This design comes from an exercise in tuning for a short achievable clock period on the open sky130 flow, not from production work.
Function was checked by simulation only, so behaviour that the tests miss may differ from the original.
No activity file was given, so power comes from the tool's default toggle rates.

$ cat flow/design.v
package icmp_pkg;
    localparam int MAX_PACKET = 2047;
    localparam int CNT_W      = $clog2(MAX_PACKET + 1);
    localparam int LEN_W      = 11;
    localparam int CFG_IDX_W  = 1;
    localparam int CFG_DATA_W = 16;
    localparam logic [CFG_IDX_W-1:0] CFG_ECHO_ID      = CFG_IDX_W'(0);
    localparam logic [CFG_IDX_W-1:0] CFG_REPORT_OTHER = CFG_IDX_W'(1);
    localparam logic [CNT_W-1:0] POS_VER_IHL = CNT_W'(0);
    localparam logic [CNT_W-1:0] POS_TTL     = CNT_W'(8);
    localparam logic [CNT_W-1:0] POS_PROTO   = CNT_W'(9);
    localparam logic [CNT_W-1:0] OFF_TYPE    = CNT_W'(0);
    localparam logic [CNT_W-1:0] OFF_CODE    = CNT_W'(1);
    localparam logic [CNT_W-1:0] OFF_ID_LO   = CNT_W'(4);
    localparam logic [CNT_W-1:0] OFF_ID_HI   = CNT_W'(5);
    localparam logic [CNT_W-1:0] OFF_SEQ_LO  = CNT_W'(6);
    localparam logic [CNT_W-1:0] OFF_SEQ_HI  = CNT_W'(7);
    localparam logic [CNT_W-1:0] OFF_SEC_LO  = CNT_W'(8);
    localparam logic [CNT_W-1:0] OFF_SEC_HI  = CNT_W'(11);
    localparam logic [CNT_W-1:0] OFF_USEC_LO = CNT_W'(12);
    localparam logic [CNT_W-1:0] OFF_USEC_HI = CNT_W'(15);
    localparam logic [7:0]       PROTO_ICMP      = 8'd1;
    localparam logic [7:0]       ICMP_ECHO_REPLY = 8'd0;
    localparam logic [CNT_W-1:0] MIN_IP_LEN      = CNT_W'(20);
    localparam logic [CNT_W-1:0] ICMP_HDR_LEN    = CNT_W'(8);
    localparam logic [CNT_W-1:0] ICMP_ECHO_LEN   = CNT_W'(16);
    localparam logic [19:0]      USEC_PER_SEC    = 20'd1000000;
    typedef enum logic [1:0] {
        KIND_DROP  = 2'd0,
        KIND_ECHO  = 2'd1,
        KIND_OTHER = 2'd2
    } t_kind;
    typedef struct packed {
        logic [7:0]         data_byte;
        logic               last_byte;
        logic signed [31:0] recv_sec;
        logic [19:0]        recv_usec;
    } t_in;
    typedef struct packed {
        t_kind              kind;
        logic [LEN_W-1:0]   icmp_len;
        logic [7:0]         msg_type;
        logic [7:0]         msg_code;
        logic [15:0]        seq;
        logic [7:0]         ttl;
        logic signed [31:0] rtt_sec;
        logic [19:0]        rtt_usec;
    } t_out;
    typedef struct packed {
        logic [15:0] echo_id;
        logic        report_other;
    } t_cfg;
    typedef struct packed {
        logic [CNT_W-1:0] byte_count;
        logic [5:0]       hdr_len;
        logic [7:0]       protocol;
        logic [7:0]       ttl;
        logic [7:0]       msg_type;
        logic [7:0]       msg_code;
        logic [15:0]      id;
        logic [15:0]      seq;
        logic [31:0]      send_sec;
        logic [31:0]      send_usec;
    } t_pkt;
    typedef struct packed {
        t_kind            kind;
        logic [LEN_W-1:0] icmp_len;
        logic [7:0]       msg_type;
        logic [7:0]       msg_code;
        logic [15:0]      seq;
        logic [7:0]       ttl;
        logic [31:0]      send_sec;
        logic [31:0]      send_usec;
        logic [31:0]      recv_sec;
        logic [19:0]      recv_usec;
    } t_job;
endpackage
module icmp_blk_pre #(
    parameter int W = 32,
    parameter int B = 4
) (
    input  logic [W-1:0]   i_a,
    input  logic [W-1:0]   i_b,
    output logic [W-1:0]   o_s0,
    output logic [W-1:0]   o_s1,
    output logic [W/B-1:0] o_bg,
    output logic [W/B-1:0] o_bp
);
    logic [W-1:0] p, g;
    assign p = i_a ^ i_b;
    assign g = i_a & i_b;
    always_comb begin
        for (int j = 0; j < W / B; j++) begin
            for (int i = j * B; i <= (j + 1) * B; i++) begin
                logic c0, pa;
                c0 = 1'b0;
                pa = 1'b1;
                for (int m = i - 1; m >= j * B; m--) begin
                    c0 = c0 | (pa & g[m]);
                    pa = pa & p[m];
                end
                if (i < (j + 1) * B) begin
                    o_s0[i] = p[i] ^ c0;
                    o_s1[i] = p[i] ^ (c0 | pa);
                end else begin
                    o_bg[j] = c0;
                    o_bp[j] = c0 | pa;
                end
            end
        end
    end
endmodule
module icmp_rtt (
    input  logic [31:0] i_s_s0,
    input  logic [31:0] i_s_s1,
    input  logic [7:0]  i_s_bg,
    input  logic [7:0]  i_s_bp,
    input  logic [19:0] i_d_s0,
    input  logic [19:0] i_d_s1,
    input  logic [4:0]  i_d_bg,
    input  logic [4:0]  i_d_bp,
    input  logic [19:0] i_e_s0,
    input  logic [19:0] i_e_s1,
    input  logic [4:0]  i_e_bg,
    input  logic [4:0]  i_e_bp,
    input  logic        i_hb,
    input  logic        i_nn,
    output logic [31:0] o_sec,
    output logic [19:0] o_usec
);
    function automatic logic [63:0] icmp_prefix(input logic [31:0] p, input logic [31:0] g,
                                                 input int n);
        logic [31:0] gg, pp, g2, p2;
        gg = g;
        pp = p;
        for (int d = 1; d < n; d = d * 2) begin
            g2 = gg;
            p2 = pp;
            for (int i = d; i < n; i++) begin
                g2[i] = gg[i] | (pp[i] & gg[i-d]);
                p2[i] = pp[i] & pp[i-d];
            end
            gg = g2;
            pp = p2;
        end
        icmp_prefix = {pp, gg};
    endfunction
    logic [63:0] s_pfx, d_pfx, e_pfx;
    logic [7:0]  s_gg, s_pp;
    logic [4:0]  d_gg, d_pp, e_gg;
    logic        borrow;
    logic [19:0] d_sum, e_sum;
    always_comb begin
        s_pfx = icmp_prefix({24'd0, i_s_bp}, {24'd0, i_s_bg}, 8);
        d_pfx = icmp_prefix({27'd0, i_d_bp}, {27'd0, i_d_bg}, 5);
        e_pfx = icmp_prefix({27'd0, i_e_bp}, {27'd0, i_e_bg}, 5);
        s_gg  = s_pfx[7:0];
        s_pp  = s_pfx[39:32];
        d_gg  = d_pfx[4:0];
        d_pp  = d_pfx[36:32];
        e_gg  = e_pfx[4:0];
        borrow = i_hb || (i_nn && !(d_gg[4] || d_pp[4]));
        d_sum[3:0] = i_d_s1[3:0];
        e_sum[3:0] = i_e_s0[3:0];
        for (int j = 1; j < 5; j++) begin
            d_sum[4*j +: 4] = (d_gg[j-1] || d_pp[j-1]) ? i_d_s1[4*j +: 4] : i_d_s0[4*j +: 4];
            e_sum[4*j +: 4] = e_gg[j-1] ? i_e_s1[4*j +: 4] : i_e_s0[4*j +: 4];
        end
        o_usec = borrow ? e_sum : d_sum;
        o_sec[3:0] = borrow ? i_s_s0[3:0] : i_s_s1[3:0];
        for (int j = 1; j < 8; j++) begin
            o_sec[4*j +: 4] = (s_gg[j-1] || (s_pp[j-1] && !borrow)) ? i_s_s1[4*j +: 4]
                                                                    : i_s_s0[4*j +: 4];
        end
    end
endmodule
module icmp_rmux #(
    parameter int W = 8,
    parameter int N = 4
) (
    input  logic [N-1:0]   i_sel,
    input  logic [N*W-1:0] i_d,
    output logic [W-1:0]   o_y
);
    always_comb begin
        o_y = '0;
        for (int k = 0; k < N; k++) o_y = o_y | ({W{i_sel[k]}} & i_d[k*W +: W]);
    end
endmodule
module icmp_echo_reply_parser (
    input  logic                                i_clk,
    input  logic                                i_rst_n,
    input  logic                                i_valid,
    output logic                                o_ready,
    input  icmp_pkg::t_in                       i_data,
    output logic                                o_valid,
    input  logic                                i_ready,
    output icmp_pkg::t_out                      o_data,
    input  logic                                i_cfg_we,
    input  logic [icmp_pkg::CFG_IDX_W-1:0]      i_cfg_idx,
    input  logic [icmp_pkg::CFG_DATA_W-1:0]     i_cfg_data
);
    localparam int NS = 4;
    logic [15:0] r_echo_id;
    logic        r_report_other;
    always_ff @(posedge i_clk) begin
        if (!i_rst_n) begin
            r_echo_id      <= 16'd0;
            r_report_other <= 1'b1;
        end else if (i_cfg_we) begin
            if (i_cfg_idx == icmp_pkg::CFG_ECHO_ID) r_echo_id <= i_cfg_data[15:0];
            else                                    r_report_other <= i_cfg_data[0];
        end
    end
    logic          r_rdy;
    logic          r_ne;
    logic          r_out_v;
    logic [NS-1:0] r_rp;
    logic [NS-1:0] r_wp;
    logic [10:0]   r_pos;
    logic          accept;
    logic          push;
    logic          bready;
    logic          pop;
    assign accept  = i_valid && r_rdy;
    assign push    = accept && i_data.last_byte;
    assign bready  = !r_out_v || i_ready;
    assign pop     = r_ne && bready;
    assign o_ready = r_rdy;
    assign o_valid = r_out_v;
    always_ff @(posedge i_clk) begin
        if (!i_rst_n) begin
            r_rdy   <= 1'b1;
            r_ne    <= 1'b0;
            r_out_v <= 1'b0;
        end else begin
            r_rdy   <= !((!r_rdy && !pop) || (r_rdy && r_ne && push && !pop));
            r_ne    <= !((!r_ne && !push) || (r_ne && r_rdy && pop && !push));
            r_out_v <= r_ne || (r_out_v && !i_ready);
        end
    end
    logic              r_first;
    logic signed [6:0] r_off;
    logic [10:0]       r_ilen;
    logic [3:0]        nib;
    assign nib = i_data.data_byte[3:0];
    always_ff @(posedge i_clk) begin
        if (!i_rst_n) begin
            r_rp    <= NS'(1);
            r_wp    <= NS'(1);
            r_pos   <= 11'd0;
            r_first <= 1'b1;
            r_off   <= -7'sd64;
        end else begin
            if (pop)  r_rp <= {r_rp[NS-2:0], r_rp[NS-1]};
            if (push) r_wp <= {r_wp[NS-2:0], r_wp[NS-1]};
            if (accept) begin
                r_first <= i_data.last_byte;
                if (i_data.last_byte)       r_pos <= 11'd0;
                else if (r_pos != 11'd2047) r_pos <= r_pos + 11'd1;
                if (i_data.last_byte)       r_off <= -7'sd64;
                else if (r_first)           r_off <= 7'sd1 - $signed({1'b0, nib, 2'b00});
                else if (r_off != 7'sd63)   r_off <= r_off + 7'sd1;
            end
        end
    end
    always_ff @(posedge i_clk) begin
        if (accept) begin
            if (r_first)                r_ilen <= 11'd2 - {5'd0, nib, 2'b00};
            else if (r_pos <= 11'd2045) r_ilen <= r_ilen + 11'd1;
        end
    end
    logic sel_type, sel_code, sel_ttl, sel_proto;
    logic [1:0]  sel_id, sel_seq;
    logic [3:0]  sel_ss, sel_su;
    always_comb begin
        sel_type  = (r_off == 7'sd0) || r_first;
        sel_code  = (r_off == 7'sd1);
        sel_id    = {r_off == 7'sd5, r_off == 7'sd4};
        sel_seq   = {r_off == 7'sd7, r_off == 7'sd6};
        sel_ttl   = (r_pos == 11'd8);
        sel_proto = (r_pos == 11'd9);
        for (int i = 0; i < 4; i++) begin
            sel_ss[i] = (r_off == 7'(8 + i));
            sel_su[i] = (r_off == 7'(12 + i));
        end
    end
    logic [7:0]  byte_in;
    logic [7:0]  a_type, a_code, a_ttl, a_proto;
    logic [15:0] a_id, a_seq;
    logic [31:0] a_ss, a_su;
    logic [7:0]  d_type, d_code, d_ttl, d_proto;
    logic [15:0] d_id, d_seq;
    logic [31:0] d_ss, d_su;
    assign byte_in = i_data.data_byte;
    always_comb begin
        d_type  = sel_type  ? byte_in : a_type;
        d_code  = sel_code  ? byte_in : a_code;
        d_ttl   = sel_ttl   ? byte_in : a_ttl;
        d_proto = sel_proto ? byte_in : a_proto;
        for (int i = 0; i < 2; i++) begin
            d_id[8*i +: 8]  = sel_id[i]  ? byte_in : a_id[8*i +: 8];
            d_seq[8*i +: 8] = sel_seq[i] ? byte_in : a_seq[8*i +: 8];
        end
        for (int i = 0; i < 4; i++) begin
            d_ss[8*i +: 8] = sel_ss[i] ? byte_in : a_ss[8*i +: 8];
            d_su[8*i +: 8] = sel_su[i] ? byte_in : a_su[8*i +: 8];
        end
    end
    logic r_type_z;
    logic r_proto_1;
    always_ff @(posedge i_clk) begin
        if (sel_type)  r_type_z  <= (byte_in == icmp_pkg::ICMP_ECHO_REPLY);
        if (sel_proto) r_proto_1 <= (byte_in == icmp_pkg::PROTO_ICMP);
    end
    always_ff @(posedge i_clk) begin
        a_type  <= d_type;
        a_code  <= d_code;
        a_ttl   <= d_ttl;
        a_proto <= d_proto;
        a_id    <= d_id;
        a_seq   <= d_seq;
        a_ss    <= d_ss;
        a_su    <= d_su;
    end
    logic ge19, ge7, ge15;
    logic icmp_ok;
    logic c_echo;
    logic c_other;
    logic c_keep;
    always_comb begin
        ge19    = (r_pos >= 11'd19);            
        ge7     = (r_off >= 7'sd7);             
        ge15    = (r_off >= 7'sd15);            
        icmp_ok = r_proto_1 && ge19 && ge7;
        c_echo  = icmp_ok && r_type_z && (a_id == r_echo_id) && ge15;
        c_other = icmp_ok && !r_type_z && r_report_other;
        c_keep  = c_echo || c_other;
    end
    localparam logic [19:0] K_E = icmp_pkg::USEC_PER_SEC + 20'd1;
    logic [19:0] r_ey;
    logic        r_ey_c8, r_ey_c16;
    logic [8:0]  ey_lo, ey_mid;
    logic [3:0]  ey_hi;
    always_comb begin
        ey_lo  = {1'b0, ~byte_in} + {1'b0, K_E[7:0]};
        ey_mid = {1'b0, ~byte_in} + {1'b0, K_E[15:8]} + {8'd0, r_ey_c8};
        ey_hi  = ~byte_in[3:0] + K_E[19:16] + {3'd0, r_ey_c16};
    end
    always_ff @(posedge i_clk) begin
        if (sel_su[0]) {r_ey_c8, r_ey[7:0]}   <= ey_lo;
        if (sel_su[1]) {r_ey_c16, r_ey[15:8]} <= ey_mid;
        if (sel_su[2]) r_ey[19:16]            <= ey_hi;
    end
    logic [7:0]  su_top;
    logic        x_hb, x_nn;
    always_comb begin
        su_top = d_su[31:24];
        x_nn   = !su_top[7];
        x_hb   = x_nn && ((|su_top[6:0]) || (|a_su[23:20]));
    end
    logic [31:0] x_s_s0, x_s_s1;
    logic [7:0]  x_s_bg, x_s_bp;
    logic [19:0] x_d_s0, x_d_s1, x_e_s0, x_e_s1;
    logic [4:0]  x_d_bg, x_d_bp, x_e_bg, x_e_bp;
    icmp_blk_pre #(.W(32)) u_pre_s (
        .i_a(i_data.recv_sec), .i_b(~a_ss),
        .o_s0(x_s_s0), .o_s1(x_s_s1), .o_bg(x_s_bg), .o_bp(x_s_bp)
    );
    icmp_blk_pre #(.W(20)) u_pre_d (
        .i_a(i_data.recv_usec), .i_b(~a_su[19:0]),
        .o_s0(x_d_s0), .o_s1(x_d_s1), .o_bg(x_d_bg), .o_bp(x_d_bp)
    );
    icmp_blk_pre #(.W(20)) u_pre_e (
        .i_a(i_data.recv_usec), .i_b(r_ey),
        .o_s0(x_e_s0), .o_s1(x_e_s1), .o_bg(x_e_bg), .o_bp(x_e_bp)
    );
    logic        s_keep [NS];
    logic [10:0] s_ilen [NS];
    logic [7:0]  s_type [NS];
    logic [7:0]  s_code [NS];
    logic [15:0] s_seq  [NS];
    logic [7:0]  s_ttl  [NS];
    logic        s_echo [NS];
    logic [31:0] s_s_s0 [NS];
    logic [31:0] s_s_s1 [NS];
    logic [7:0]  s_s_bg [NS];
    logic [7:0]  s_s_bp [NS];
    logic [19:0] s_d_s0 [NS];
    logic [19:0] s_d_s1 [NS];
    logic [4:0]  s_d_bg [NS];
    logic [4:0]  s_d_bp [NS];
    logic [19:0] s_e_s0 [NS];
    logic [19:0] s_e_s1 [NS];
    logic [4:0]  s_e_bg [NS];
    logic [4:0]  s_e_bp [NS];
    logic        s_hb   [NS];
    logic        s_nn   [NS];
    logic [31:0] rtt_sec  [NS];
    logic [19:0] rtt_usec [NS];
    for (genvar k = 0; k < NS; k++) begin : g_slot
        always_ff @(posedge i_clk) begin
            if (r_wp[k]) begin
                s_ilen[k] <= r_ilen;
                s_type[k] <= a_type;
                s_code[k] <= a_code;
                s_seq[k]  <= a_seq;
                s_ttl[k]  <= a_ttl;
                s_echo[k] <= c_echo;
                s_keep[k] <= c_keep;
                s_s_s0[k] <= x_s_s0;
                s_s_s1[k] <= x_s_s1;
                s_s_bg[k] <= x_s_bg;
                s_s_bp[k] <= x_s_bp;
                s_d_s0[k] <= x_d_s0;
                s_d_s1[k] <= x_d_s1;
                s_d_bg[k] <= x_d_bg;
                s_d_bp[k] <= x_d_bp;
                s_e_s0[k] <= x_e_s0;
                s_e_s1[k] <= x_e_s1;
                s_e_bg[k] <= x_e_bg;
                s_e_bp[k] <= x_e_bp;
                s_hb[k]   <= x_hb;
                s_nn[k]   <= x_nn;
            end
        end
        icmp_rtt u_rtt (
            .i_s_s0 (s_s_s0[k]),
            .i_s_s1 (s_s_s1[k]),
            .i_s_bg (s_s_bg[k]),
            .i_s_bp (s_s_bp[k]),
            .i_d_s0 (s_d_s0[k]),
            .i_d_s1 (s_d_s1[k]),
            .i_d_bg (s_d_bg[k]),
            .i_d_bp (s_d_bp[k]),
            .i_e_s0 (s_e_s0[k]),
            .i_e_s1 (s_e_s1[k]),
            .i_e_bg (s_e_bg[k]),
            .i_e_bp (s_e_bp[k]),
            .i_hb   (s_hb[k]),
            .i_nn   (s_nn[k]),
            .o_sec  (rtt_sec[k]),
            .o_usec (rtt_usec[k])
        );
    end
    logic [NS-1:0] rp_m1;
    logic [NS-1:0] sel_hold;
    logic [NS-1:0] sel_keep, sel_echo;
    always_comb begin
        rp_m1    = {r_rp[0], r_rp[NS-1:1]};
        sel_hold = r_out_v ? rp_m1 : r_rp;
        for (int k = 0; k < NS; k++) begin
            sel_keep[k] = i_ready ? (r_rp[k] && s_keep[k]) : (sel_hold[k] && s_keep[k]);
            sel_echo[k] = i_ready ? (r_rp[k] && s_echo[k]) : (sel_hold[k] && s_echo[k]);
        end
    end
    logic [NS-1:0]    d_other;
    logic [NS*27-1:0] d_keep;
    logic [NS*76-1:0] d_echo;
    logic             n_other, n_echo;
    logic [26:0]      n_keep;
    logic [75:0]      n_echo_f;
    logic [104:0]     r_out;
    for (genvar k = 0; k < NS; k++) begin : g_rd
        assign d_other[k]         = !s_echo[k];
        assign d_keep[k*27 +: 27] = {s_ilen[k], s_type[k], s_code[k]};
        assign d_echo[k*76 +: 76] = {s_seq[k], s_ttl[k], rtt_sec[k], rtt_usec[k]};
    end
    icmp_rmux #(.W(1), .N(NS))  u_m_other (.i_sel(sel_keep), .i_d(d_other), .o_y(n_other));
    icmp_rmux #(.W(1), .N(NS))  u_m_echo  (.i_sel(sel_echo), .i_d({NS{1'b1}}), .o_y(n_echo));
    icmp_rmux #(.W(27), .N(NS)) u_m_keep  (.i_sel(sel_keep), .i_d(d_keep), .o_y(n_keep));
    icmp_rmux #(.W(76), .N(NS)) u_m_efld  (.i_sel(sel_echo), .i_d(d_echo), .o_y(n_echo_f));
    always_ff @(posedge i_clk) begin
        r_out <= {n_other, n_echo, n_keep, n_echo_f};
    end
    assign o_data = r_out;
endmodule
$ cat flow/run.sh
#!/bin/bash
# synth_recipe.tcl (not shown) runs the flow's synth.tcl, then flattens the netlist and writes it again
# the make line also repeats each setting of config.mk as NAME=value (left out here)
make -C /OpenROAD-flow-scripts/flow DESIGN_CONFIG=/design/flow/config.mk WORK_HOME=/design/flow/orfs CLKGATE_MAP_FILE= SYNTH_SCRIPT=/design/flow/synth_recipe.tcl finish
$ cat flow/config.mk
export PLATFORM = sky130hd
export DESIGN_NAME = icmp_echo_reply_parser
export DESIGN_NICKNAME = icmp_echo_reply_parser
export VERILOG_FILES = /design/flow/design.v
export SDC_FILE = /design/flow/constraint.sdc
export NUM_CORES = 4
export LEC_CHECK = 0
export CAP_MARGIN = 20
export CORE_MARGIN = 2
export CORE_UTILIZATION = 40
export SETUP_SLACK_MARGIN = 3.9
export SLEW_MARGIN = 20
export SYNTH_HIERARCHICAL = 1
export SYNTH_MINIMUM_KEEP_SIZE = 0
$ cat flow/constraint.sdc
create_clock -name core_clock -period 6.0 [get_ports {i_clk}]
set_input_delay 1.2000 -clock core_clock [delete_from_list [all_inputs] [get_ports {i_clk}]]
set_output_delay 1.2000 -clock core_clock [all_outputs]
set_load 0.01 [all_outputs]
==> qor.yml, run 1 <==
status: "timing/DRC/antenna clean"
clk_latency_ns: 0.72
final_cells: 5261
design.core.area_um2: 119000
antenna_found_initial: 8
reg2reg_setup_slack_ns: 3.71
antenna_left: 0
crit_slowest_cell: "dfxtp_4"
grt_setup_unrepaired: "true"
crit_family: "flip-flops"
ys_warn_count: 57
syn_inst: 3113
grt_pass1_wl_um: 183000
wl_per_cell_um: 24.7
cts_root_buf: "clkbuf_16"
crit_fanout: 1
die_h_um: 350
end_kind: "output pin"
cts_hold_buffers: 0
start_util_pct: 40.2
ios: 190
ir_drop_mv: 0.245
cts_max_level: 3
place_area_um2: 53300
area_growth_pct: 28.0
die_w_um: 350
skew_ns: 0.0426
overflow: 0
viasPerCell: 5.28
grt_pass1_vias: 27400
fillCellCount: 9857
num_vias: 27800
synth.avg_cell_area_um2: 15.4
clk_transition_reported_paths_ns: 0.06
cts_buffers: 119
fmaxAchievable_ghz: 0.407
postLayoutCellArea_um2: 61400
totalWireLength_um: 130000
std_cell_rows: 127
holdWs_ns: 0.453
cts_sinks: 1194
synth_area_um2: 48000
grt_max_degree: 133
r2r-start: "s_d_bg[1][1]"
track_usage_pct: 20.4
finalNetCount: 3747
clockBufferDepth: 3
min_period_over_period_pct: 40.9
cts_tree: "yes"
path_cells: "buf_6"
p_per_area_nw_per_um2: 304
cp_slowest_stage_delay_ns: 0.41
drive_gt1_share_pct: 36.0
start_kind: "flop"
tns_ns: 0
post-route-util_pct: 51.4
timing_worst_setup_path_type: "reg2out"
drt_first_pass_iters: 5
port-buffer-count: 189
min_path_cells: 2
dpl.hpwl_um: 75500
place_inst: 4868
die_area_um2: 123000
min-delay-start: "s_ilen[1][3]"
p_leak_uw: 0.0222
worst-path-buf-inv: 1
hold_violations: 0
cp_data_required_time_ns: 4.80
worst_slew_margin_rel_pct: 29.6
report.final.slew_viol_count: 0
drc_errors: 0
gp_congestion: 0.807
setup_violations: 0
hp-class: "reg2reg"
worstPathArrival_ns: 1.26
fin_crit_ns: 2.46
hold_end: "r_out[95]"
tightest_slew_ns: 1.06
r2r.worst_path.cells: 8
maxCapViolations: 0
drt_iter0_drc: 2376
timing.rr.end: "r_out[40]"
-- registers in the layout, indices dropped and copies added (netlist names), 20 cells and up --
register and flops:
a_ss 32, s_s_bg 28, s_seq 64, s_d_s0 64, s_d_bg 20, s_e_s0 80
r_ey 20, r_out 105, s_code 32, s_d_s1 80, s_s_s0 128, s_e_s1 64
s_d_bp 20, s_type 32, s_s_s1 128, s_s_bp 28, a_su 31, s_ilen 44
s_ttl 32
-- cell usage in the layout (no fill, tap or decap), types with 30 or more instances in the layout --
cell type,n
a21boi_0,31
a21oi_1,59
a21oi_2,35
a22oi_1,86
a22oi_2,124
buf_12,46
buf_4,100
buf_6,134
clkbuf_1,39
clkbuf_16,131
clkdlybuf4s50_1,37
dfxtp_1,55
dfxtp_2,68
dfxtp_4,37
edfxtp_1,1034
ha_1,30
ha_4,73
inv_1,154
inv_2,38
mux2_2,103
mux2_4,78
mux2i_1,67
nand2_1,283
nand3_1,42
nor2_1,50
xnor2_1,42
xor2_1,52
-- worst max path at each step --
stage	startpoint	to	slack [ns]	depth (start not counted)
after floorplan	i_ready	r_out[43]	3.62	8
final	r_out[0]	o_data[0]	3.54	1
after global routing	r_out[0]	o_data[0]	3.53	1
after detailed placement	i_ready	r_out[32]	2.07	7
after CTS	r_out[0]	o_data[0]	3.51	1
after global placement	i_ready	r_out[103]	2.11	7
-- through the flow --
step | total power (uW) | setup WS [ns]
after global placement | 11000 | 2.11
after CTS | 18700 | 3.51
after floorplan | 10400 | 3.62
after detailed placement | 11000 | 2.07
after global routing | 19200 | 3.53
final | 18700 | 3.54
-- where the power goes --
group / switching [uW] / internal, uW / leakage [uW]
clock: 3190 / 4360 / 0.00194
sequential: 186 / 9420 / 0.0110
combinational: 855 / 652 / 0.00924
total: 4230 / 14400 / 0.0222
-- routing by layer --
layer  part of all wire [%]  global-route usage (%)  vias up
li1                       -                       -    12500
met1                     43                    27.7    14200
met2                     49                    34.7      832
met3                    5.3                    2.64      194
met4                    2.3                    5.37        8
met5                  0.044                       0        -
-- repair_timing --
| action | in CTS | in global routing |
|---|---|---|
| buffers inserted | 116 | 22 |
| pin swaps | 114 | 116 |
| setup endpoints to repair | 864 | 456 |
| gates resized for setup | 959 | 195 |
| gates cloned | 15 | 12 |
-- cell type report --
cell class,instances,area [um2],share of cell area [%]
Clock inverter,54,629,1.03
Tap cell,1612,2020,3.29
Inverter,209,901,1.47
Multi-Input combinational cell,1627,15500,25.2
Antenna cell,1,2.50,0.00408
Clock buffer,173,3350,5.46
Timing Repair Buffer,391,4560,7.42
Sequential cell,1194,34500,56.2
==> run 2: changes to the inputs <==
--- a/flow/design.v
+++ b/flow/design.v
@@ -187,6 +187,16 @@
         for (int k = 0; k < N; k++) o_y = o_y | ({W{i_sel[k]}} & i_d[k*W +: W]);
     end
 endmodule
+module icmp_sel #(
+    parameter int W = 4
+) (
+    input  logic         i_s,
+    input  logic [W-1:0] i_a,
+    input  logic [W-1:0] i_b,
+    output logic [W-1:0] o_y
+);
+    assign o_y = i_s ? i_a : i_b;
+endmodule
 module icmp_echo_reply_parser (
     input  logic                                i_clk,
     input  logic                                i_rst_n,
@@ -446,14 +456,21 @@
     logic [NS-1:0] rp_m1;
     logic [NS-1:0] sel_hold;
     logic [NS-1:0] sel_keep, sel_echo;
+    logic [NS-1:0] sel_keep_a, sel_keep_b, sel_echo_a, sel_echo_b;
     always_comb begin
         rp_m1    = {r_rp[0], r_rp[NS-1:1]};
         sel_hold = r_out_v ? rp_m1 : r_rp;
         for (int k = 0; k < NS; k++) begin
-            sel_keep[k] = i_ready ? (r_rp[k] && s_keep[k]) : (sel_hold[k] && s_keep[k]);
-            sel_echo[k] = i_ready ? (r_rp[k] && s_echo[k]) : (sel_hold[k] && s_echo[k]);
+            sel_keep_a[k] = r_rp[k] && s_keep[k];
+            sel_keep_b[k] = sel_hold[k] && s_keep[k];
+            sel_echo_a[k] = r_rp[k] && s_echo[k];
+            sel_echo_b[k] = sel_hold[k] && s_echo[k];
         end
     end
+    icmp_sel #(.W(2*NS)) u_sel (
+        .i_s(i_ready), .i_a({sel_keep_a, sel_echo_a}), .i_b({sel_keep_b, sel_echo_b}),
+        .o_y({sel_keep, sel_echo})
+    );
     logic [NS-1:0]    d_other;
     logic [NS*27-1:0] d_keep;
     logic [NS*76-1:0] d_echo;
--- a/flow/config.mk
+++ b/flow/config.mk
@@ -7,7 +7,8 @@
 export LEC_CHECK = 0
 export CAP_MARGIN = 20
 export CORE_MARGIN = 2
-export CORE_UTILIZATION = 40
+export CORE_UTILIZATION = 60
+export PLACE_DENSITY = 0.75
 export SETUP_SLACK_MARGIN = 3.9
 export SLEW_MARGIN = 20
 export SYNTH_HIERARCHICAL = 1
==> run 2 against run 1 <==
Against the previous run: non-clock buffer count fell by 12; largest power group unchanged; power barely moved; wire length is 0.25% lower; clock power fell by 2%; setup slack improved by 0.061 ns; register-to-register slack worse by 0.02 ns; highest routed layer is now met4; critical path depth unchanged.
==> qor.yml, run 2 <==
drive_gt1_share_pct: 37.1
antenna_found_initial: 1
cp_data_required_time_ns: 4.80
dpl.hpwl_um: 72700
die_w_um: 287
maxCapViolations: 0
design.core.area_um2: 79300
timing_worst_setup_path_type: "reg2out"
swShare_pct: 22.7
status: "timing/DRC/antenna clean"
die_h_um: 287
tns_ns: 0
num_vias: 29100
skew_ns: 0.0198
crit_fanout: 1
grt_pass1_wl_um: 184000
start_util_pct: 60.8
cp_slowest_stage_delay_ns: 0.39
p_int_uw: 14400
path_cells: "buf_6"
finalNetCount: 3749
fin_crit_ns: 2.39
min-delay-start: "s_seq[3][4]"
crit_family: "flip-flops"
hold_violations: 0
ys_warn_count: 57
synth.avg_cell_area_um2: 15.4
area_growth_pct: 25.7
p_seq_share_pct: 51.6
report.final.slew_viol_count: 0
viasPerCell: 6.19
ios: 190
drt_iter0_drc: 2958
totalWireLength_um: 130000
p_leak_uw: 0.0221
min_period_over_period_pct: 39.9
grt_setup_unrepaired: "true"
cts_tree: "yes"
track_usage_pct: 30.3
layout_commonest_cell: "edfxtp_1"
grt_max_degree: 149
ir_drop_mv: 0.350
p_per_area_nw_per_um2: 308
place_area_um2: 53100
drt_first_pass_iters: 5
crit_start: "r_out[1]"
grt_pass1_vias: 29700
overflow: 0
clk_latency_ns: 0.70
wl_per_cell_um: 27.6
cts_buffers: 114
p_sw_uw: 4230
cts_sinks: 1194
std_cell_rows: 103
worst_slew_margin_rel_pct: 32.0
layout_common_cells: "edfxtp_1, nand2_1, a22oi_2, inv_1, clkbuf_16"
setup_violations: 0
worst-path-buf-inv: 1
synth_area_um2: 48200
gp_congestion: 0.865
clkPwrFrac_pct: 39.7
clockBufferDepth: 3
r2r-start: "s_d_bp[0][0]"
end_kind: "output pin"
reg_top3: "s_s_s0 (128), s_s_s1 (128), r_out (105)"
tightest_slew_ns: 1.02
worstPathArrival_ns: 1.19
syn_inst: 3128
cts_root_buf: "clkbuf_16"
cts_max_level: 3
fmaxAchievable_ghz: 0.418
postLayoutCellArea_um2: 60500
crit_slowest_cell: "dfxtp_4"
p_comb_share_pct: 8.6
report.power.total_uw: 18700
hp-class: "reg2reg"
start_kind: "flop"
port-buffer-count: 189
antenna_left: 0
die_area_um2: 82600
clk_transition_reported_paths_ns: 0.06
drc_errors: 0
-- run 2: timing repair --
item	CTS	global route
setup buffers	88	54
pin swaps	88	112
gates cloned	12	10
hold buffers	0	0
endpoints found under the setup margin	935	445
gates resized for setup	869	197
-- run 2: stage by stage --
step                worst slack (ns)  hold WS [ns]  instances  utilization (%)
floorplan                       3.40         0.416       3131                -
global placement                2.33         0.437       4314             67.0
detailed placement              2.24         0.439       4314             67.0
CTS                             3.60         0.454       4632             74.6
global route                    3.60         0.471       4697             76.4
finish                          3.61         0.452       4697             76.4
-- run 2: worst paths after layout --
check                    to  slack [ns]  cells after the start
setup / recovery  o_data[1]        3.61                      1
hold / removal    r_out[64]        0.45                      2
setup reg to reg   r_out[6]        3.69                     14
hold reg to reg   r_out[64]        0.45                      2
-- run 2: worst register-to-register path: cells and delay by family, from the launching register on --
kind	cells	cell delay, ns
DFF	1	0.36
and+or+nand+nor	2	0.12
AOI/OAI and AO/OA	5	0.73
buffers and inverters	7	0.99
-- run 2: per-layer routing --
layer,part of all wire (%),wire length [um],GRT usage [%]
met4,4.3,5530,11.5
met3,7.7,9930,3.93
met5,0,0,0
met1,38,48700,39.0
met2,50,65300,52.7
-- run 2: final cells by class --
class / instances / area, um2
clock inverters: 65 / 752
inverters: 213 / 912
clock buffers: 153 / 3140
flip-flops and latches: 1194 / 34400
well taps: 1050 / 1310
multi-input cells: 1642 / 15800
diodes: 1 / 2.50
repair buffers: 379 / 4200
fillers: 4337 / 18700
-- run 2: power groups by stage --
stage | clock network [uW] | logic [uW] | registers [uW]
2_1_floorplan | 0 | 726 | 9790
3_5_place_dp | 0 | 1300 | 9780
3_3_place_gp | 0 | 1260 | 9770
6_report | 7410 | 1610 | 9630
5_1_grt | 7800 | 1690 | 9660
4_1_cts | 7460 | 1470 | 9620
==> run 3: changes to the inputs <==
==> flow/flow/run.sh (new file) <==
#!/bin/bash
# The standard layout (standard.sh), with the port buffers made as
# sky130_fd_sc_hd__buf_4. On sky130hd the flow's timing repair may only swap
# cells of the same footprint, so port buffers that start out as delay cells
# stay slow; starting from buf_4 avoids that. Everything else is unchanged.
# The make output goes to standard.log; ORFS keeps each step's log under orfs/logs.
set -euo pipefail
bash standard.sh "BUFFER_PORTS_ARGS=-buffer_cell sky130_fd_sc_hd__buf_4" finish > standard.log 2>&1
==> flow/standard.sh (new file) <==
#!/bin/bash
# synth_recipe.tcl (not shown) runs the flow's synth.tcl, then flattens the netlist and writes it again
# the make line also repeats each setting of config.mk as NAME=value (left out here)
make -C /OpenROAD-flow-scripts/flow DESIGN_CONFIG=/design/flow/config.mk WORK_HOME=/design/flow/orfs CLKGATE_MAP_FILE= SYNTH_SCRIPT=/design/flow/synth_recipe.tcl "${@:-finish}"
removed: flow/run.sh
==> run 3 against run 2 <==
Against the previous run: register-to-register slack hardly changed; sequential cell count stayed put; design area shrank 0.94%; clock skew rose by 0.0066 ns; area after synthesis unchanged; synthesized cell count unchanged; die area unchanged; wire length decreased by 1.6%; sequential share of layout area is 0.60 points higher; count of clock-buffer cells in the layout is 8 lower; clock power increased by 2%; critical path depth stayed put; largest cell class unchanged.
==> qor.yml, run 3 <==
crit_family: "flip-flops"
clk_transition_reported_paths_ns: 0.07
drc_errors: 0
crit_slowest_cell: "dfxtp_4"
p_seq_share_pct: 51.4
syn_inst: 3128
die_area_um2: 82600
totalWireLength_um: 127000
cts_root_buf: "clkbuf_16"
antenna_left: 0
path_cells: "buf_6"
cp_slowest_stage_delay_ns: 0.40
ir_drop_mv: 0.279
std_cell_rows: 103
worstPathArrival_ns: 1.23
cts_tree: "yes"
reg_top3: "s_s_s0 (128), s_s_s1 (128), r_out (105)"
port-buffer-count: 189
synth_area_um2: 48200
cp_data_required_time_ns: 4.80
final_cells: 4663
viasPerCell: 6.16
hp-class: "reg2reg"
grt_pass1_vias: 29100
drive_gt1_share_pct: 37.8
fin_crit_ns: 2.43
antenna_found_initial: 2
place_area_um2: 52500
worst-path-buf-inv: 1
grt_max_degree: 134
p_per_area_nw_per_um2: 313
report.final.slew_viol_count: 0
p_sw_uw: 4230
dpl.hpwl_um: 73800
worst_slew_margin_rel_pct: 32.6
skew_ns: 0.0264
p_comb_share_pct: 8.1
clk_latency_ns: 0.71
cts_buffers: 117
layout_common_cells: "edfxtp_1, nand2_1, a22oi_2, buf_4, inv_1"
p_leak_uw: 0.0218
track_usage_pct: 30.0
clkPwrFrac_pct: 40.5
wl_per_cell_um: 27.3
tns_ns: 0
synth.avg_cell_area_um2: 15.4
p_int_uw: 14500
tightest_slew_ns: 1.01
area_growth_pct: 24.5
swShare_pct: 22.6
layout_commonest_cell: "edfxtp_1"
cts_sinks: 1194
place_inst: 4306
grt_setup_unrepaired: "true"
num_vias: 28700
finalNetCount: 3714
maxCapViolations: 0
die_w_um: 287
min_period_over_period_pct: 40.4
end_kind: "output pin"
start_kind: "flop"
timing_worst_setup_path_type: "reg2out"
status: "timing/DRC/antenna clean"
design.core.area_um2: 79300
n_antenna_cell: 0
ios: 190
fmaxAchievable_ghz: 0.412
setup_violations: 0
crit_fanout: 5
start_util_pct: 60.8
overflow: 0
die_h_um: 287
drt_first_pass_iters: 6
grt_pass1_wl_um: 182000
reg2reg_setup_slack_ns: 3.69
post-route-util_pct: 75.7
clockBufferDepth: 3
drt_iter0_drc: 2866
cts_max_level: 3
hold_violations: 0
gp_congestion: 0.873
postLayoutCellArea_um2: 60000
ys_warn_count: 57
-- run 3: layout make-up --
type,instances,area (um2)
clock inverters,78,935
flip-flops and latches,1194,34500
well taps,1050,1310
multi-input cells,1642,15600
clock buffers,145,3130
inverters,213,912
fillers,4451,19300
repair buffers,341,3660
-- run 3: power groups by stage --
stage	combinational [uW]	sequential, uW	clock, uW
6_report	1510	9650	7590
5_1_grt	1600	9670	8010
4_1_cts	1430	9640	7640
3_5_place_dp	1260	9790	0
3_3_place_gp	1220	9770	0
2_1_floorplan	726	9790	0
-- run 3: path summary, 6_finish.rpt --
kind,startpoint,to,cells past startpoint
max reg2reg,s_s_bp[2][1],r_out[47],9
min,s_seq[1][1],r_out[61],2
min reg2reg,s_seq[1][1],r_out[61],2
max,r_rdy,o_ready,1
-- run 3: what timing repair did --
action | in CTS | in global routing
gates resized for setup | 416 | 120
setup endpoints to repair | 323 | 435
hold buffers | 0 | 0
buffers inserted | 72 | 47
cloned | 11 | 4
pin swaps | 89 | 113
-- run 3: routing by layer --
| metal | part of all wire (%) | global-route usage, % | vias to the layer above |
|---|---|---|---|
| li1 | - | - | 12500 |
| met1 | 38 | 39.2 | 14600 |
| met2 | 51 | 51.2 | 1394 |
| met3 | 7.8 | 4.13 | 267 |
| met4 | 3.8 | 11.9 | 2 |
| met5 | 0.010 | 0 | - |
-- run 3: stage by stage --
stage          setup slack, ns  total power, uW  hold WS [ns]
2_1_floorplan             3.40            10500         0.416
3_3_place_gp              2.68            11000         0.435
3_5_place_dp              2.65            11000         0.444
4_1_cts                   3.55            18700         0.458
5_1_grt                   3.55            19300         0.478
6_report                  3.57            18700         0.459
==> run 4: changes to the inputs <==
--- a/flow/design.v
+++ b/flow/design.v
@@ -25,6 +25,8 @@
     localparam logic [CNT_W-1:0] ICMP_HDR_LEN    = CNT_W'(8);
     localparam logic [CNT_W-1:0] ICMP_ECHO_LEN   = CNT_W'(16);
     localparam logic [19:0]      USEC_PER_SEC    = 20'd1000000;
+    localparam int BLK_SEC  = 8;
+    localparam int BLK_USEC = 5;
     typedef enum logic [1:0] {
         KIND_DROP  = 2'd0,
         KIND_ECHO  = 2'd1,
@@ -110,23 +112,28 @@
         end
     end
 endmodule
-module icmp_rtt (
-    input  logic [31:0] i_s_s0,
-    input  logic [31:0] i_s_s1,
-    input  logic [7:0]  i_s_bg,
-    input  logic [7:0]  i_s_bp,
-    input  logic [19:0] i_d_s0,
-    input  logic [19:0] i_d_s1,
-    input  logic [4:0]  i_d_bg,
-    input  logic [4:0]  i_d_bp,
-    input  logic [19:0] i_e_s0,
-    input  logic [19:0] i_e_s1,
-    input  logic [4:0]  i_e_bg,
-    input  logic [4:0]  i_e_bp,
-    input  logic        i_hb,
-    input  logic        i_nn,
-    output logic [31:0] o_sec,
-    output logic [19:0] o_usec
+module icmp_rtt #(
+    parameter int BS = 8,            
+    parameter int BU = 5,            
+    localparam int NS_ = 32 / BS,
+    localparam int NU_ = 20 / BU
+) (
+    input  logic [31:0]     i_s_s0,
+    input  logic [31:0]     i_s_s1,
+    input  logic [NS_-1:0]  i_s_bg,
+    input  logic [NS_-1:0]  i_s_bp,
+    input  logic [19:0]     i_d_s0,
+    input  logic [19:0]     i_d_s1,
+    input  logic [NU_-1:0]  i_d_bg,
+    input  logic [NU_-1:0]  i_d_bp,
+    input  logic [19:0]     i_e_s0,
+    input  logic [19:0]     i_e_s1,
+    input  logic [NU_-1:0]  i_e_bg,
+    input  logic [NU_-1:0]  i_e_bp,
+    input  logic            i_hb,
+    input  logic            i_nn,
+    output logic [31:0]     o_sec,
+    output logic [19:0]     o_usec
 );
     function automatic logic [63:0] icmp_prefix(input logic [31:0] p, input logic [31:0] g,
                                                  input int n);
@@ -145,32 +152,32 @@
         end
         icmp_prefix = {pp, gg};
     endfunction
-    logic [63:0] s_pfx, d_pfx, e_pfx;
-    logic [7:0]  s_gg, s_pp;
-    logic [4:0]  d_gg, d_pp, e_gg;
-    logic        borrow;
-    logic [19:0] d_sum, e_sum;
+    logic [63:0]    s_pfx, d_pfx, e_pfx;
+    logic [NS_-1:0] s_gg, s_pp;
+    logic [NU_-1:0] d_gg, d_pp, e_gg;
+    logic           borrow;
+    logic [19:0]    d_sum, e_sum;
     always_comb begin
-        s_pfx = icmp_prefix({24'd0, i_s_bp}, {24'd0, i_s_bg}, 8);
-        d_pfx = icmp_prefix({27'd0, i_d_bp}, {27'd0, i_d_bg}, 5);
-        e_pfx = icmp_prefix({27'd0, i_e_bp}, {27'd0, i_e_bg}, 5);
-        s_gg  = s_pfx[7:0];
-        s_pp  = s_pfx[39:32];
-        d_gg  = d_pfx[4:0];
-        d_pp  = d_pfx[36:32];
-        e_gg  = e_pfx[4:0];
-        borrow = i_hb || (i_nn && !(d_gg[4] || d_pp[4]));
-        d_sum[3:0] = i_d_s1[3:0];
-        e_sum[3:0] = i_e_s0[3:0];
-        for (int j = 1; j < 5; j++) begin
-            d_sum[4*j +: 4] = (d_gg[j-1] || d_pp[j-1]) ? i_d_s1[4*j +: 4] : i_d_s0[4*j +: 4];
-            e_sum[4*j +: 4] = e_gg[j-1] ? i_e_s1[4*j +: 4] : i_e_s0[4*j +: 4];
+        s_pfx = icmp_prefix(32'(i_s_bp), 32'(i_s_bg), NS_);
+        d_pfx = icmp_prefix(32'(i_d_bp), 32'(i_d_bg), NU_);
+        e_pfx = icmp_prefix(32'(i_e_bp), 32'(i_e_bg), NU_);
+        s_gg  = s_pfx[NS_-1:0];
+        s_pp  = s_pfx[32 +: NS_];
+        d_gg  = d_pfx[NU_-1:0];
+        d_pp  = d_pfx[32 +: NU_];
+        e_gg  = e_pfx[NU_-1:0];
+        borrow = i_hb || (i_nn && !(d_gg[NU_-1] || d_pp[NU_-1]));
+        d_sum[BU-1:0] = i_d_s1[BU-1:0];
+        e_sum[BU-1:0] = i_e_s0[BU-1:0];
+        for (int j = 1; j < NU_; j++) begin
+            d_sum[BU*j +: BU] = (d_gg[j-1] || d_pp[j-1]) ? i_d_s1[BU*j +: BU] : i_d_s0[BU*j +: BU];
+            e_sum[BU*j +: BU] = e_gg[j-1] ? i_e_s1[BU*j +: BU] : i_e_s0[BU*j +: BU];
         end
         o_usec = borrow ? e_sum : d_sum;
-        o_sec[3:0] = borrow ? i_s_s0[3:0] : i_s_s1[3:0];
-        for (int j = 1; j < 8; j++) begin
-            o_sec[4*j +: 4] = (s_gg[j-1] || (s_pp[j-1] && !borrow)) ? i_s_s1[4*j +: 4]
-                                                                    : i_s_s0[4*j +: 4];
+        o_sec[BS-1:0] = borrow ? i_s_s0[BS-1:0] : i_s_s1[BS-1:0];
+        for (int j = 1; j < NS_; j++) begin
+            o_sec[BS*j +: BS] = (s_gg[j-1] || (s_pp[j-1] && !borrow)) ? i_s_s1[BS*j +: BS]
+                                                                      : i_s_s0[BS*j +: BS];
         end
     end
 endmodule
@@ -370,18 +377,18 @@
         x_hb   = x_nn && ((|su_top[6:0]) || (|a_su[23:20]));
     end
     logic [31:0] x_s_s0, x_s_s1;
-    logic [7:0]  x_s_bg, x_s_bp;
+    logic [32/icmp_pkg::BLK_SEC-1:0] x_s_bg, x_s_bp;
     logic [19:0] x_d_s0, x_d_s1, x_e_s0, x_e_s1;
-    logic [4:0]  x_d_bg, x_d_bp, x_e_bg, x_e_bp;
-    icmp_blk_pre #(.W(32)) u_pre_s (
+    logic [20/icmp_pkg::BLK_USEC-1:0] x_d_bg, x_d_bp, x_e_bg, x_e_bp;
+    icmp_blk_pre #(.W(32), .B(icmp_pkg::BLK_SEC)) u_pre_s (
         .i_a(i_data.recv_sec), .i_b(~a_ss),
         .o_s0(x_s_s0), .o_s1(x_s_s1), .o_bg(x_s_bg), .o_bp(x_s_bp)
     );
-    icmp_blk_pre #(.W(20)) u_pre_d (
+    icmp_blk_pre #(.W(20), .B(icmp_pkg::BLK_USEC)) u_pre_d (
         .i_a(i_data.recv_usec), .i_b(~a_su[19:0]),
         .o_s0(x_d_s0), .o_s1(x_d_s1), .o_bg(x_d_bg), .o_bp(x_d_bp)
     );
-    icmp_blk_pre #(.W(20)) u_pre_e (
+    icmp_blk_pre #(.W(20), .B(icmp_pkg::BLK_USEC)) u_pre_e (
         .i_a(i_data.recv_usec), .i_b(r_ey),
         .o_s0(x_e_s0), .o_s1(x_e_s1), .o_bg(x_e_bg), .o_bp(x_e_bp)
     );
@@ -394,16 +401,16 @@
     logic        s_echo [NS];
     logic [31:0] s_s_s0 [NS];
     logic [31:0] s_s_s1 [NS];
-    logic [7:0]  s_s_bg [NS];
-    logic [7:0]  s_s_bp [NS];
+    logic [32/icmp_pkg::BLK_SEC-1:0] s_s_bg [NS];
+    logic [32/icmp_pkg::BLK_SEC-1:0] s_s_bp [NS];
     logic [19:0] s_d_s0 [NS];
     logic [19:0] s_d_s1 [NS];
-    logic [4:0]  s_d_bg [NS];
-    logic [4:0]  s_d_bp [NS];
+    logic [20/icmp_pkg::BLK_USEC-1:0] s_d_bg [NS];
+    logic [20/icmp_pkg::BLK_USEC-1:0] s_d_bp [NS];
     logic [19:0] s_e_s0 [NS];
     logic [19:0] s_e_s1 [NS];
-    logic [4:0]  s_e_bg [NS];
-    logic [4:0]  s_e_bp [NS];
+    logic [20/icmp_pkg::BLK_USEC-1:0] s_e_bg [NS];
+    logic [20/icmp_pkg::BLK_USEC-1:0] s_e_bp [NS];
     logic        s_hb   [NS];
     logic        s_nn   [NS];
     logic [31:0] rtt_sec  [NS];
@@ -434,7 +441,7 @@
                 s_nn[k]   <= x_nn;
             end
         end
-        icmp_rtt u_rtt (
+        icmp_rtt #(.BS(icmp_pkg::BLK_SEC), .BU(icmp_pkg::BLK_USEC)) u_rtt (
             .i_s_s0 (s_s_s0[k]),
             .i_s_s1 (s_s_s1[k]),
             .i_s_bg (s_s_bg[k]),
==> flow/run.sh (new file) <==
#!/bin/bash
# synth_recipe.tcl (not shown) runs the flow's synth.tcl, then flattens the netlist and writes it again
# the make line also repeats each setting of config.mk as NAME=value (left out here)
make -C /OpenROAD-flow-scripts/flow DESIGN_CONFIG=/design/flow/config.mk WORK_HOME=/design/flow/orfs CLKGATE_MAP_FILE= SYNTH_SCRIPT=/design/flow/synth_recipe.tcl finish
--- a/flow/config.mk
+++ b/flow/config.mk
@@ -8,6 +8,8 @@
 export CAP_MARGIN = 20
 export CORE_MARGIN = 2
 export CORE_UTILIZATION = 60
+export CTS_CLUSTER_DIAMETER = 100
+export CTS_CLUSTER_SIZE = 30
 export PLACE_DENSITY = 0.75
 export SETUP_SLACK_MARGIN = 3.9
 export SLEW_MARGIN = 20
removed: flow/flow/run.sh
removed: flow/standard.sh
==> run 4 against run 3 <==
Against the previous run: first-iteration DRC count shrank 2.4%; cell count shrank 6.0%; non-clock buffer count grew 51; register-to-register slack gained 0.05 ns; wire length shrank 6.2%; count of clock-buffer cells in the layout shrank 67; die area shrank 4.3%; sequential share of layout area grew 0.59 points; critical endpoint is now o_data[43].
==> qor.yml, run 4 <==
status: "timing/DRC/antenna clean"
syn_inst: 2976
cts_root_buf: "clkbuf_16"
drc_errors: 0
synth.avg_cell_area_um2: 15.5
crit_slowest_cell: "dfxtp_4"
finalNetCount: 3512
ys_warn_count: 57
busiest_layer: "met2"
grt_max_degree: 132
cp_data_required_time_ns: 4.80
skew_ns: 0.0289
hp-class: "reg2reg"
ir_drop_mv: 0.241
hold_violations: 0
overflow: 0
end_kind: "output pin"
p_leak_uw: 0.0199
fin_crit_ns: 2.34
area_growth_pct: 22.4
layout_commonest_cell: "edfxtp_1"
worstPathArrival_ns: 1.14
worst-path-buf-inv: 1
clk_latency_ns: 0.65
use_met2_pct: 51.6
setup_violations: 0
die_h_um: 281
totalWireLength_um: 120000
port-buffer-count: 189
min_period_over_period_pct: 39.0
met1_usage_pct: 40.0
layout_common_cells: "edfxtp_1, nand2_1, a22oi_2, inv_1, buf_4"
crit_family: "flip-flops"
die_area_um2: 79000
path_cells: "buf_6"
clk_transition_reported_paths_ns: 0.11
grt_setup_unrepaired: "true"
report.final.slew_viol_count: 0
grt_pass1_wl_um: 173000
fmaxAchievable_ghz: 0.427
cts_sinks: 1138
synth_area_um2: 46100
worst_slew_margin_rel_pct: 32.2
start_kind: "flop"
drt_iter0_drc: 2796
drive_gt1_share_pct: 37.7
tns_ns: 0
antenna_found_initial: 7
tightest_slew_ns: 1.02
num_vias: 27100
regArea_um2: 32700
holdWs_ns: 0.471
reg_top3: "s_s_s0 (128), s_s_s1 (128), r_out (105)"
start_util_pct: 60.7
std_cell_rows: 101
design.core.area_um2: 75900
crit_fanout: 1
clockBufferDepth: 3
dpl.hpwl_um: 67900
timing_worst_setup_path_type: "reg2out"
cts_buffers: 43
cts_max_level: 2
maxCapViolations: 0
track_usage_pct: 29.6
die_w_um: 281
grt_pass1_vias: 27600
gp_congestion: 0.865
fillCellCount: 4439
grtUsageMet3_pct: 3.57
wl_per_cell_um: 27.3
antenna_left: 0
drt_first_pass_iters: 6
cts_tree: "yes"
multiInputGateArea_um2: 16200
p_per_area_nw_per_um2: 257
cts_hold_buffers: 0
cp_slowest_stage_delay_ns: 0.38
ios: 190
viasPerCell: 6.19
run 4: final cells by class:
class,instances,area share [%]
diodes,1,0.00444
clock buffers,78,2.22
inverters,180,1.34
multi-input cells,1564,28.7
flip-flops and latches,1138,58.0
well taps,1030,2.28
repair buffers,392,7.42
run 4: worst paths after layout:
path | start | to | slack, ns | cells after the start
max | r_out[43] | o_data[43] | 3.66 | 1
min | s_code[1][1] | r_out[77] | 0.47 | 2
max reg2reg | s_d_bp[2][0] | r_out[46] | 3.74 | 9
min reg2reg | s_code[1][1] | r_out[77] | 0.47 | 2
run 4: timing repair:
item	4_1_cts	5_1_grt
setup buffers	100	54
cloned	14	3
setup endpoints to repair	1090	419
pin swaps	143	134
gates resized for setup	980	201
run 4: power breakdown:
| part | switching, uW | internal, uW | total [uW] |
|---|---|---|---|
| registers | 184 | 8990 | 9180 |
| logic | 910 | 709 | 1620 |
| clock network | 2250 | 1440 | 3690 |
run 4: metrics by stage:
| step | util, % | cells | cell area, um2 | power, uW | setup WS, ns |
|---|---|---|---|---|---|
| 5_1_grt | 74.3 | 4382 | 56400 | 14900 | 3.63 |
| 2_1_floorplan | - | 2979 | 48800 | 10100 | 3.32 |
| 6_report | 74.3 | 4383 | 56400 | 14500 | 3.66 |
| 4_1_cts | 72.4 | 4325 | 55000 | 14400 | 3.64 |
| 3_5_place_dp | 67.6 | 4133 | 51300 | 10700 | 2.16 |
| 3_3_place_gp | 67.6 | 4133 | 51300 | 10600 | 2.16 |
run 4: routing by layer:
metal  part of all wire [%]  vias to the layer above
met5                  0.043                        -
met4                    2.6                        8
met3                    7.1                      209
met2                     51                     1119
met1                     39                    13900
li1                       -                    11800
==> run 5: changes to the inputs <==
--- a/flow/config.mk
+++ b/flow/config.mk
@@ -9,7 +9,7 @@
 export CORE_MARGIN = 2
 export CORE_UTILIZATION = 60
 export CTS_CLUSTER_DIAMETER = 100
-export CTS_CLUSTER_SIZE = 30
+export CTS_CLUSTER_SIZE = 25
 export PLACE_DENSITY = 0.75
 export SETUP_SLACK_MARGIN = 3.9
 export SLEW_MARGIN = 20
==> run 5 against run 4 <==
Against the previous run: highest routed layer unchanged; power rose by 2.8%; maximum frequency fell by 0.54%; sequential cell count did not move; area after synthesis did not move; wire length rose by 2.2%.
==> qor.yml, run 5 <==
track_usage_pct: 29.8
start_util_pct: 60.7
worst_slew_margin_rel_pct: 34.0
antenna_left: 0
swShare_pct: 23.4
path_cells: "buf_6"
worst-path-buf-inv: 1
num_vias: 27300
p_seq_share_pct: 61.7
cp_data_required_time_ns: 4.80
ir_drop_mv: 0.290
drt_iter0_drc: 2604
skew_ns: 0.0306
crit_fanout: 1
p_comb_share_pct: 11.3
fmaxAchievable_ghz: 0.425
r2r-start: "s_d_bg[0][0]"
maxCapViolations: 0
syn_inst: 2976
wl_per_cell_um: 27.7
worstPathArrival_ns: 1.15
hold_violations: 0
grt_max_degree: 132
gp_congestion: 0.865
holdWs_ns: 0.462
start_kind: "flop"
reg2reg_setup_slack_ns: 3.70
reg_top3: "s_s_s0 (128), s_s_s1 (128), r_out (105)"
overflow: 0
cts_sinks: 1138
clk_latency_ns: 0.66
hp-class: "reg2reg"
die_area_um2: 79000
drt_first_pass_iters: 6
min_path_cells: 2
p_leak_uw: 0.0202
crit_family: "flip-flops"
layout_common_cells: "edfxtp_1, nand2_1, a22oi_2, inv_1, buf_4"
die_w_um: 281
status: "timing/DRC/antenna clean"
area_growth_pct: 23.5
cp_slowest_stage_delay_ns: 0.37
cts_root_buf: "clkbuf_16"
p_int_uw: 11400
grt_pass1_vias: 27700
clk_transition_reported_paths_ns: 0.10
timing_worst_setup_path_type: "reg2out"
ios: 190
dpl.hpwl_um: 67900
report.final.slew_viol_count: 0
cts_buffers: 51
hold_end: "r_out[69]"
totalWireLength_um: 122000
end_kind: "output pin"
n_antenna_cell: 0
finalNetCount: 3529
final_cells: 4408
timing.rr.end: "r_out[42]"
p_per_area_nw_per_um2: 262
std_cell_rows: 101
fin_crit_ns: 2.35
p_sw_uw: 3490
min_period_over_period_pct: 39.2
setup_violations: 0
viasPerCell: 6.20
cts_max_level: 2
crit_slowest_cell: "dfxtp_4"
tightest_slew_ns: 0.989
tns_ns: 0
antenna_found_initial: 7
design.core.area_um2: 75900
synth.avg_cell_area_um2: 15.5
clkPwrFrac_pct: 27.0
min-delay-start: "s_seq[1][9]"
port-buffer-count: 189
drc_errors: 0
grt_setup_unrepaired: "true"
drive_gt1_share_pct: 38.3
die_h_um: 281
clockBufferDepth: 3
grt_pass1_wl_um: 174000
layout_commonest_cell: "edfxtp_1"
place_inst: 4133
synth_area_um2: 46100
cts_tree: "yes"
ys_warn_count: 57
r2r.worst_path.cells: 9
==> run 5: worst min-delay path: stages, from the launching register on <==
cell      delay, ns
edfxtp_1       0.35
a22oi_2        0.05
nand2_1        0.05
==> run 5: worst max-delay path by stage <==
stage	from	slack (ns)	end	cells past startpoint
after floorplan	i_data[38]	3.32	s_s_s1[0][23]	6
after global placement	i_ready	2.16	r_out[25]	5
after detailed placement	i_ready	2.16	r_out[67]	5
after CTS	r_out[73]	3.62	o_data[73]	1
after global routing	i_data[38]	3.61	s_s_s0[2][22]	6
final	r_out[73]	3.65	o_data[73]	1
==> run 5: layout make-up <==
cell class	count	area [um2]
sequential	1138	32700
tap	1030	1290
inverter	180	754
fill	4323	19000
multi-input combinational	1564	16300
clock buffer	91	1450
clock inverter	4	35.0
timing repair buffer	401	4370
==> run 5: timing repair <==
action,in CTS,in global routing
pin swaps,136,113
setup buffers,97,63
gates cloned,16,4
setup endpoints to repair,1048,406
resized for setup,984,215
hold buffers,0,0
==> run 5: power groups by stage <==
| stage | combinational, uW | sequential, uW | clock [uW] |
|---|---|---|---|
| floorplan | 770 | 9340 | 0 |
| global placement | 1290 | 9320 | 0 |
| detailed placement | 1330 | 9340 | 0 |
| CTS | 1530 | 9170 | 4050 |
| global route | 1770 | 9210 | 4310 |
| finish | 1680 | 9180 | 4030 |
==> run 5: metrics by stage <==
stage / area, um2 / power [uW] / worst slack, ns / util, %
2_1_floorplan: 48800 / 10100 / 3.32 / -
3_3_place_gp: 51300 / 10600 / 2.16 / 67.6
3_5_place_dp: 51300 / 10700 / 2.16 / 67.6
4_1_cts: 55300 / 14800 / 3.62 / 72.8
5_1_grt: 56900 / 15300 / 3.61 / 74.9
6_report: 56900 / 14900 / 3.65 / 74.9
==> run 5: routing by layer <==
| metal | part of all wire, % | routed length [um] | GRT usage [%] | vias to the layer above |
|---|---|---|---|---|
| met5 | 0.045 | 55 | 0 | - |
| met4 | 3.1 | 3740 | 8.12 | 8 |
| met3 | 7.5 | 9140 | 3.98 | 231 |
| met2 | 50 | 61400 | 51.0 | 1204 |
| met1 | 39 | 48000 | 40.4 | 14000 |
| li1 | - | - | - | 11900 |

[static timing again, ports no longer ideal]
In the flow no input, the clock included, has a driving cell. The finished layouts below were timed again as built, in two steps. Step 1: set_driving_cell puts a clkbuf_16 on i_clk and a buf_2 on each other input, an assumption about the parent block. Step 2 moves the port delays by t, midway between the first and last clock arrival at a register: inputs arrive t later, outputs are due t later. That takes back most of the time a late clock gives input paths. Three values: no drivers, after step 1, after step 2; two values: the first two.
run	t (ns)	setup slack, ns	latest minus earliest clock arrival (ns)	slew at the worst register clock pin (ns)
run 1	0.781	3.545 / 3.467 / 3.110	0.046 / 0.046	0.07 / 0.07
run 2	0.760	3.606 / 3.537 / 3.108	0.019 / 0.020	0.07 / 0.07
run 3	0.758	3.573 / 3.511 / 3.135	0.033 / 0.033	0.07 / 0.07
run 4	0.699	3.661 / 3.594 / 3.071	0.029 / 0.030	0.12 / 0.12
run 5	0.716	3.648 / 3.577 / 2.983	0.037 / 0.037	0.11 / 0.11
After both steps every run listed still meets setup and hold. The setup slack of run 5, which loses most, moves by -0.071 ns with the drivers and by -0.665 ns with both steps.
